From an optimization exercise on the open Yosys and OpenROAD flow, aimed at small area and a short achievable clock period; shortcuts taken in it are not production practice.
The RTL was checked by simulation tests, not by an equivalence proof against the original design.
Power and IR drop assume default switching activity.

Setup of job 4810:
// mask_alu_top
module mask_alu_top (
  input  logic          clk,
  input  logic          reset,
  input  logic          uop_valid,
  input  logic [2:0]    funct3,
  input  logic [5:0]    funct6,
  input  logic [4:0]    vs1_op,
  input  logic          vm,
  input  logic [7:0]    vl,
  input  logic [6:0]    vstart,
  input  logic [3:0]    tag,
  input  logic [127:0]  vs1_data,
  input  logic          vs1_valid,
  input  logic [127:0]  vs2_data,
  input  logic          vs2_valid,
  input  logic [127:0]  v0_data,
  input  logic          v0_valid,
  input  logic [127:0]  vd_data,
  input  logic          vd_valid,
  output logic          result_valid,
  output logic [3:0]    result_tag,
  output logic [127:0]  result_data
);
For scale: about 3200 cells after synthesis, roughly 130 flip-flops, roughly 0.017 mm2 of cells after synthesis.
==> flow/config.mk <==
export PLATFORM = sky130hd
export DESIGN_NAME = mask_alu_top
export DESIGN_NICKNAME = mask_alu_top
export VERILOG_FILES = /design/flow/design.v
export SDC_FILE = /design/flow/constraint.sdc
export NUM_CORES = 4
export LEC_CHECK = 0
export ABC_AREA = 1
export CAP_MARGIN = 20
export CORE_AREA = 5 5 235 235
export DIE_AREA = 0 0 240 240
export SETUP_SLACK_MARGIN = 4.0
export SLEW_MARGIN = 20
==> flow/constraint.sdc <==
create_clock -name core_clock -period 8.0 [get_ports {clk}]
set_input_delay 1.6000 -clock core_clock [delete_from_list [all_inputs] [get_ports {clk}]]
set_output_delay 1.6000 -clock core_clock [all_outputs]
set_load 0.01 [all_outputs]
standard.sh (not shown) runs the stock make flow with config.mk's settings and CLKGATE_MAP_FILE= SYNTH_SCRIPT=/design/flow/synth_recipe.tcl, a recipe that flattens the netlist after the stock synthesis.
==> flow/flow/run.sh <==
#!/bin/bash
# Standard ORFS layout (the standard.sh), with plain buf_1 cells as the port
# buffers and cell resizing not restricted to the same footprint.
set -euo pipefail
export BUFFER_PORTS_ARGS="-buffer_cell sky130_fd_sc_hd__buf_1"
sed 's/CLKGATE_MAP_FILE= /CLKGATE_MAP_FILE= MATCH_CELL_FOOTPRINT=0 /' standard.sh > standard_mod.sh
grep -q 'MATCH_CELL_FOOTPRINT=0' standard_mod.sh
bash standard_mod.sh > standard_flow.log 2>&1
Job 4810 ran to completion and came out clean on the timing, design-rule and antenna checks.
--- input diff job 4810..job 888 ---
- SETUP_SLACK_MARGIN changed from 4.0 to 3.5
### Flow results
- Higher global routing usage summed across all routing layers among job 4810 and job 888: job 4810
- Run comparison: job 4810 worst setup path endpoint result_data[6]$_DFF_P_; job 888 worst setup path endpoint result_data[4]$_DFF_P_
- Compared with job 4810, in job 888 total non-filler cell area in the finished layout went down; number of multi-input logic gates did not really move; signal arrival time at the worst endpoint went up; mapped cell area did not really move.
- Diff job 4810 and job 888: sequential share of layout area lower in job 4810
- Job 888 vs job 4810, slowest library cell on the worst path: sky130_fd_sc_hd__inv_1 vs sky130_fd_sc_hd__o211ai_1
#### Input delta (job 3511 over job 888)
- changing SETUP_SLACK_MARGIN from 3.5 to 5
Findings:
- Job 3511 went all the way through synthesis, placement and routing and the layout is clean on timing, DRC and antenna.
- Per the comparison of job 3511 with job 888, count of pins on the block boundary held; met1 track demand over resource now larger.
- In the final reports, the cell area of job 3511 is larger than that of job 888.
- Comparing job 888 and job 3511, the lower worst slack on hold paths was measured on job 888.
- Cells: job 3511 has more instances than job 888
- Wire length went up by more than 10% going from job 888 to job 3511.
- Taking job 888 over job 3511, the power density relative to cell area ratio works out to 1.08.
Modified inputs, job 7382 compared to job 3511
- CAP_MARGIN now 0, was 20
- SLEW_MARGIN now 0, was 20
Notes after the runs:
Post-cts repair resize count across job 3511 and job 7382: no real change. Delta (job 7382 minus job 3511): non-clock buffer count now sits lower; post-detailed-placement half-perimeter wirelength roughly the same.
### job 7382 -> job 7400
- a change of CAP_MARGIN from 0 to 20
- a change of SLEW_MARGIN from 0 to 20
- an added PLACE_DENSITY of 0.8
[summary]
Number of cells on the worst hold path: job 7400 vs job 7382 — no meaningful difference
Job 7382 -> job 7400: wire length of the first global-routing pass increased slightly
Layout sequential cell count came out exactly the same in job 7400 and job 7382.
For the share of the clock period used by the worst path, job 7400 came in 1.3 points lower than job 7382 did.
For area fraction in compound gates after synthesis, job 7400 and job 7382 come out practically identical.
Job 7400 against job 7382: met2 usage moved up, number of nets at the end of the flow moved up.

==> separate check: timing with driven ports <==
The results above use ideal ports. As a check the final layouts listed here were re-extracted and re-timed, cells and wires unchanged. Step 1, drivers: a clkbuf_16 drives clk and a buf_2 each remaining input, both assumed. Step 2 moves the port delays by t, midway between the first and last clock arrival at a register: inputs arrive t later, outputs are due t later. That takes back most of the time a late clock gives input paths. Slacks: ideal / step 1 / step 2; pairs: ideal / step 1.
run	shift t [ns]	setup WS [ns]	worst slew at a driven data input, ns
job 4810	0.585	3.801 / 3.838 / 3.253	0.16
job 888	0.575	3.230 / 3.253 / 2.679	0.16
job 3511	0.569	4.292 / 4.098 / 3.529	0.29
job 7382	0.577	4.187 / 4.145 / 3.568	0.31
job 7400	0.583	4.288 / 4.142 / 3.559	0.25
After both steps every run listed still meets setup and hold. The setup slack of job 3511, which loses most, moves by -0.194 ns with the drivers and by -0.763 ns with both steps.
